This design comes from an exercise in tuning for small area and a short achievable clock period on the open sky130 flow, not from production work.
The RTL was checked by simulation tests, not by an equivalence proof against the original design.
Power figures rest on the tool's default switching activity, not on a simulated workload.

==> flow/run.sh <==
#!/bin/bash
# synth_recipe.tcl (not shown) runs the flow's synth.tcl, then flattens the netlist and writes it again
# the make line also repeats each setting of config.mk as NAME=value (left out here)
make -C /OpenROAD-flow-scripts/flow DESIGN_CONFIG=/design/flow/config.mk WORK_HOME=/design/flow/orfs CLKGATE_MAP_FILE= SYNTH_SCRIPT=/design/flow/synth_recipe.tcl finish
==> flow/config.mk <==
export PLATFORM = sky130hd
export DESIGN_NAME = alu_operand_regfile
export DESIGN_NICKNAME = alu_operand_regfile
export VERILOG_FILES = /design/flow/design.v
export SDC_FILE = /design/flow/constraint.sdc
export NUM_CORES = 4
export LEC_CHECK = 0
export CAP_MARGIN = 20
export CORE_MARGIN = 2
export CORE_UTILIZATION = 50
export SETUP_SLACK_MARGIN = 2.5
export SLEW_MARGIN = 20
export SYNTH_HIERARCHICAL = 1
export SYNTH_MINIMUM_KEEP_SIZE = 0
==> flow/constraint.sdc <==
create_clock -name core_clock -period 8.0 [get_ports {clk_i}]
set_input_delay 1.6000 -clock core_clock [delete_from_list [all_inputs] [get_ports {clk_i}]]
set_output_delay 1.6000 -clock core_clock [all_outputs]
set_load 0.01 [all_outputs]
==> flow/design.v <==
package alu_operand_regfile_pkg;
    localparam int unsigned REG_DATA_W = 32;
    localparam int unsigned REG_ADDR_W = 5;
    localparam logic [REG_ADDR_W-1:0] REG_ZERO = 5'd0;
    typedef enum logic [2:0] {
        ALU_AND = 3'b000,
        ALU_XOR = 3'b001,
        ALU_ADD = 3'b010,
        ALU_MUL = 3'b011,
        ALU_SRA = 3'b101,
        ALU_SUB = 3'b110,
        ALU_SLL = 3'b111
    } alu_ctrl_e;
endpackage
module regfile_aoi222 (
    input  logic a1, a2, b1, b2, c1, c2,
    output logic y
);
    assign y = ~((a1 & a2) | (b1 & b2) | (c1 & c2));
endmodule
module regfile_nand2 (
    input  logic a, b,
    output logic y
);
    assign y = ~(a & b);
endmodule
module regfile_nand3 (
    input  logic a, b, c,
    output logic y
);
    assign y = ~(a & b & c);
endmodule
module regfile_nand4 (
    input  logic a, b, c, d,
    output logic y
);
    assign y = ~(a & b & c & d);
endmodule
module regfile_nor3 (
    input  logic a, b, c,
    output logic y
);
    assign y = ~(a | b | c);
endmodule
module regfile_mux2i (
    input  logic a0, a1, s,
    output logic y
);
    assign y = ~(s ? a1 : a0);
endmodule
module regfile_read_bit (
    input  logic [31:1] sel_i,
    input  logic [31:1] data_i,
    input  logic        fwd_i,
    input  logic        fwd_data_n_i,
    output logic        y_o
);
    logic [10:0] z;
    logic [2:0]  w;
    logic        rd_n;
    for (genvar k = 0; k < 10; k++) begin : g_aoi
        regfile_aoi222 u_aoi (
            .a1(sel_i[3*k+1]), .a2(data_i[3*k+1]),
            .b1(sel_i[3*k+2]), .b2(data_i[3*k+2]),
            .c1(sel_i[3*k+3]), .c2(data_i[3*k+3]),
            .y (z[k])
        );
    end
    regfile_nand2 u_nand_last (.a(sel_i[31]), .b(data_i[31]), .y(z[10]));
    regfile_nand4 u_n0 (.a(z[0]), .b(z[1]), .c(z[2]), .d(z[3]), .y(w[0]));
    regfile_nand4 u_n1 (.a(z[4]), .b(z[5]), .c(z[6]), .d(z[7]), .y(w[1]));
    regfile_nand3 u_n2 (.a(z[8]), .b(z[9]), .c(z[10]), .y(w[2]));
    regfile_nor3  u_o  (.a(w[0]), .b(w[1]), .c(w[2]), .y(rd_n));
    regfile_mux2i u_m  (.a0(rd_n), .a1(fwd_data_n_i), .s(fwd_i), .y(y_o));
endmodule
module regfile_read_port
#(
    parameter int unsigned DATA_W = alu_operand_regfile_pkg::REG_DATA_W,
    parameter int unsigned ADDR_W = alu_operand_regfile_pkg::REG_ADDR_W,
    parameter bit          BYPASS = 1'b0
) (
    input  logic [ADDR_W-1:0]             rd_addr_i,
    input  logic [(2**ADDR_W)*DATA_W-1:0] mem_flat_i,
    input  logic                          wr_en_i,
    input  logic [ADDR_W-1:0]             wr_addr_i,
    input  logic [DATA_W-1:0]             wr_data_n_i,
    output logic [DATA_W-1:0]             rd_data_o
);
    localparam int unsigned DEPTH = 2 ** ADDR_W;
    logic               hit;
    logic [DEPTH-1:1]   sel;
    assign hit = BYPASS && wr_en_i && (wr_addr_i != '0) && (wr_addr_i == rd_addr_i);
    always_comb begin
        for (int i = 1; i < DEPTH; i++) begin
            sel[i] = (rd_addr_i == ADDR_W'(i));
        end
    end
    for (genvar b = 0; b < DATA_W; b++) begin : g_bit
        logic [DEPTH-1:1] src;
        always_comb begin
            for (int i = 1; i < DEPTH; i++) begin
                src[i] = mem_flat_i[i*DATA_W + b];
            end
        end
        regfile_read_bit u_bit (
            .sel_i        (sel),
            .data_i       (src),
            .fwd_i        (hit),
            .fwd_data_n_i (wr_data_n_i[b]),
            .y_o          (rd_data_o[b])
        );
    end
endmodule
module alu_operand_regfile
#(
    parameter int unsigned           DATA_W  = alu_operand_regfile_pkg::REG_DATA_W,
    parameter int unsigned           ADDR_W  = alu_operand_regfile_pkg::REG_ADDR_W,
    parameter bit                    BYPASS  = 1'b1,
    parameter logic [DATA_W-1:0]     RST_VAL = '0
) (
    input  logic                 clk_i,
    input  logic                 rst_i,
    input  logic [ADDR_W-1:0]    RS1addr_i,
    input  logic [ADDR_W-1:0]    RS2addr_i,
    input  logic [ADDR_W-1:0]    RDaddr_i,
    input  logic [DATA_W-1:0]    RDdata_i,
    input  logic                 RegWrite_i,
    output logic [DATA_W-1:0]    RS1data_o,
    output logic [DATA_W-1:0]    RS2data_o,
    input  logic [ADDR_W-1:0]    dbg_addr_i,
    output logic [DATA_W-1:0]    dbg_data_o,
    output logic [31:0]          wr_count_o
);
    localparam int unsigned DEPTH = 2 ** ADDR_W;
    logic [DEPTH*DATA_W-1:0] mem_flat;
    logic [DATA_W-1:0]       wr_data;
    logic [DATA_W-1:0]       wr_data_n;
    logic [DEPTH-1:0]        row_en;
    logic [31:0]             wr_count_q;
    logic                    wr_fire;
    assign wr_fire = RegWrite_i && (RDaddr_i != alu_operand_regfile_pkg::REG_ZERO[ADDR_W-1:0]);
    assign wr_data = rst_i ? RST_VAL : RDdata_i;
    assign mem_flat[DATA_W-1:0] = '0;
    assign wr_data_n = ~RDdata_i;
    for (genvar i = 1; i < DEPTH; i++) begin : g_row
        logic [DATA_W-1:0] row_q;
        assign row_en[i] = rst_i || (RegWrite_i && (RDaddr_i == ADDR_W'(i)));
        always_ff @(posedge clk_i) begin
            if (row_en[i]) begin
                row_q <= wr_data;
            end
        end
        assign mem_flat[i*DATA_W +: DATA_W] = row_q;
    end
    assign row_en[0] = 1'b0;
    always_ff @(posedge clk_i) begin
        if (rst_i) begin
            wr_count_q <= '0;
        end else if (wr_fire) begin
            wr_count_q <= wr_count_q + 32'd1;
        end
    end
    assign wr_count_o = wr_count_q;
    regfile_read_port #(.DATA_W(DATA_W), .ADDR_W(ADDR_W), .BYPASS(BYPASS)) u_rs1_port (
        .rd_addr_i  (RS1addr_i),
        .mem_flat_i (mem_flat),
        .wr_en_i    (RegWrite_i),
        .wr_addr_i  (RDaddr_i),
        .wr_data_n_i(wr_data_n),
        .rd_data_o  (RS1data_o)
    );
    regfile_read_port #(.DATA_W(DATA_W), .ADDR_W(ADDR_W), .BYPASS(BYPASS)) u_rs2_port (
        .rd_addr_i  (RS2addr_i),
        .mem_flat_i (mem_flat),
        .wr_en_i    (RegWrite_i),
        .wr_addr_i  (RDaddr_i),
        .wr_data_n_i(wr_data_n),
        .rd_data_o  (RS2data_o)
    );
    regfile_read_port #(.DATA_W(DATA_W), .ADDR_W(ADDR_W), .BYPASS(BYPASS)) u_dbg_port (
        .rd_addr_i  (dbg_addr_i),
        .mem_flat_i (mem_flat),
        .wr_en_i    (RegWrite_i),
        .wr_addr_i  (RDaddr_i),
        .wr_data_n_i(wr_data_n),
        .rd_data_o  (dbg_data_o)
    );
endmodule
==> results.txt <==
==> sequential cells by signal, indices dropped and copies added, names as in the netlist <==
register / cells
g_row.row_q: 992
wr_count_q: 32
==> area by class of cell <==
type | instances | area [sq um] | share of cell area (%)
clock inverters | 76 | 811 | 1.35
flip-flops and latches | 1024 | 30400 | 50.6
repair buffers | 609 | 6820 | 11.3
well taps | 1254 | 1570 | 2.61
multi-input cells | 1945 | 17500 | 29.1
inverters | 33 | 124 | 0.206
clock buffers | 130 | 2890 | 4.81
diodes | 10 | 25.0 | 0.0416
==> cells in the final DEF, fill, tap and decap left out, types with 10 or more instances in the layout <==
cell type,count
edfxtp_1,992
a222oi_1,960
buf_4,245
nand4_1,202
clkbuf_16,119
nand2_1,113
buf_12,111
nand3_1,108
mux2i_1,96
nor3_2,71
nor2_4,67
clkdlybuf4s50_1,65
nor2_1,58
nor3_4,55
dlygate4sd2_1,54
buf_6,53
inv_1,33
dfxtp_1,32
clkinv_2,23
clkbuf_2,21
buf_8,19
clkbuf_1,17
clkinv_1,17
o21bai_4,16
a21oi_1,15
bufinv_16,15
nor2b_1,12
or4_1,12
nand2b_4,12
xnor2_1,12
diode_2,10
nor2_2,10
o31ai_1,10
==> worst max-delay path by stage <==
stage,start,slack (ns),cells past startpoint,end
floorplan,RS1addr_i[4],2.60,7,RS1data_o[0]
global placement,dbg_addr_i[0],0.78,9,dbg_data_o[29]
detailed placement,dbg_addr_i[2],0.81,9,dbg_data_o[11]
CTS,dbg_addr_i[4],2.37,11,dbg_data_o[11]
global route,RS2addr_i[3],2.29,10,RS2data_o[24]
finish,RS2addr_i[3],2.23,10,RS2data_o[24]
==> timing repair <==
item,CTS,global route
endpoints found under the setup margin,96,73
hold endpoints to repair,0,0
resized for setup,434,137
pin swaps,341,152
gates cloned,9,6
setup buffers,193,35
==> critical path, stage by stage <==
cell	delay, ns
buf_6	0.12
nor2_1	0.46
nand2_8	0.14
nor2_4	0.44
buf_6	0.25
a222oi_1	0.13
nand4_1	0.21
nor3_2	0.08
mux2i_1	0.15
clkdlybuf4s50_1	0.56
==> per-stage QoR <==
step,hold slack [ns],util (%),setup WS [ns]
after floorplan,0.512,-,2.60
after global placement,0.515,56.4,0.781
after detailed placement,0.512,56.6,0.806
after CTS,0.524,64.0,2.37
after global routing,0.563,64.7,2.29
final,0.528,64.8,2.23
==> routing by layer <==
metal | part of all wire, % | up-vias
li1 | - | 16407
met1 | 30 | 21990
met2 | 39 | 5929
met3 | 20 | 1912
met4 | 9.7 | 23
met5 | 0.22 | -
==> power by group through the flow <==
stage / sequential, W / clock, W / combinational [W]
after floorplan: 0.00673 / 0 / 0.000667
after global placement: 0.00679 / 0 / 0.00143
after detailed placement: 0.00683 / 0 / 0.00144
after CTS: 0.00672 / 0.00527 / 0.00150
after global routing: 0.00679 / 0.00550 / 0.00163
final: 0.00675 / 0.00531 / 0.00164
==> impl_metrics.tcl <==
set metrics [dict create \
    hold_depth 2 \
    syn_to_final_growth_pct 28.8 \
    drt-total-wl_mm 248 \
    p_int_w 0.0100 \
    fin_crit_sh_pct 72.2 \
    cts_root_buffer "clkbuf_16" \
    clkSinkCount 1024 \
    insertion_delay_ns 0.71 \
    path_max_fanout 9 \
    cp-start-kind "primary input" \
    dpl_cell_area_sq_um 52600 \
    die_y_um 310 \
    drv_cap 0 \
    antenna_found_initial 11 \
    report.final.slew_viol_count 0 \
    cts_made_buffers 109 \
    avgSynthCellArea_sq_um 15.4 \
    swShare_pct 27.0 \
    required_ns 6.40 \
    dr.pass1.iters 28 \
    hpwlAfterDp_mm 133 \
    clk_pin_slew_ns 0.06 \
    slew_headroom_pct 28.2 \
    r2r-start "wr_count_q[0]" \
    clk_path_buf_depth 3 \
    p_leak_nw 20.0 \
    report.power.total_w 0.0137 \
    fmax_mhz 173 \
    track_usage_pct 49.0 \
    io_pins 183 \
    tns_ns 0 \
    ir_drop_mv 0.177 \
    cp.arrival_ns 4.17 \
    fillerInstances 6554 \
    die-area_sq_um 95900 \
    synth_cells 3033 \
    grt_setup_unrepaired "true" \
    die_x_um 310 \
    setup_viol 0 \
    grt.overflow.total 0 \
    tightest_slew_ns 1.07 \
    syn-num-nets 3089 \
    cp-end-kind "output pin" \
    fp-row-count 112 \
    critPathKind "in2out" \
    yosys_warnings 8 \
    final_cell_area_sq_um 60200 \
    hold_path.startpoint "wr_count_q[15]" \
    status "complete, no violations" \
    ant_nets 0 \
    drc 0 \
    grt_pass1_vias 43314 \
    reg2reg_to "wr_count_q[22]" \
    finClkSkew_ns 0.00508 \
    ff2ff_path_depth 5 \
    grt_first_pass_wirelength_mm 326 \
    final_nets 3778 \
    portBuffers 182 \
    reg2reg_slack_ns 5.65 \
    gr-usage-met3_pct 27.6 \
    p_per_area_nw_per_um2 228 \
    grt_max_degree 43 \
    grt.busiest_layer "met2" \
    htreeDepth 3 \
    met2_usage_pct 68.1 \
    power_frac_comb_pct 12.0 \
    wire_per_inst_um 48.7 \
    placedCellCount 4622 \
    drt_iter0_markers 16503 \
    pwr-share-clk_pct 38.8 \
    cts_tree "done" \
    finalCriticalPeriod_ns 5.77 \
    vias 46261 \
    gp_congestion 0.989 \
    seqPwrFrac_pct 49.3 \
    layout-drive-gt1-share_pct 24.5 \
    cts-hold-fix-buffers 0 \
    hold_class "reg2reg" \
    hold_viol_final 0 \
    grt_util_met1_pct 57.7 \
    p_sw_w 0.00369 \
    vias_per_cell 9.10 \
    core_area_sq_um 92900 \
    instances_no_fill 5081 \
    netlist_area_sq_um 46700 \
    initial_core_util_pct 50.3 \
    whs_endpoint "wr_count_q[15]" \
]

-- re-timing with driven ports --
The flow's constraints put no driver on any port. The routed layout listed below was extracted and timed again, unchanged, in two steps.
Step 1 (the two cells are an assumption about what drives the block):
set clk [get_ports {clk_i}]
set_driving_cell -lib_cell sky130_fd_sc_hd__clkbuf_16 $clk
set_driving_cell -lib_cell sky130_fd_sc_hd__buf_2 [delete_from_list [all_inputs] $clk]
Step 2 adds t to the input delays and takes it off the output delays; t is the mean of the earliest and latest rising clock arrival at the registers after step 1. Input paths then give back, and output paths get back, about the clock's delay inside the block.
Slacks: no drivers / after step 1 / after step 2; pairs: no drivers / after step 1.
t (ns): 0.796
setup WS [ns]: 2.227 / 2.181 / 2.181
worst setup path after step 2: input to output
latest minus earliest clock arrival (ns): 0.029 / 0.030
After both steps this run still meets setup and hold. For this run, drivers alone change the setup slack by -0.046 ns; drivers and shift together by -0.046 ns.
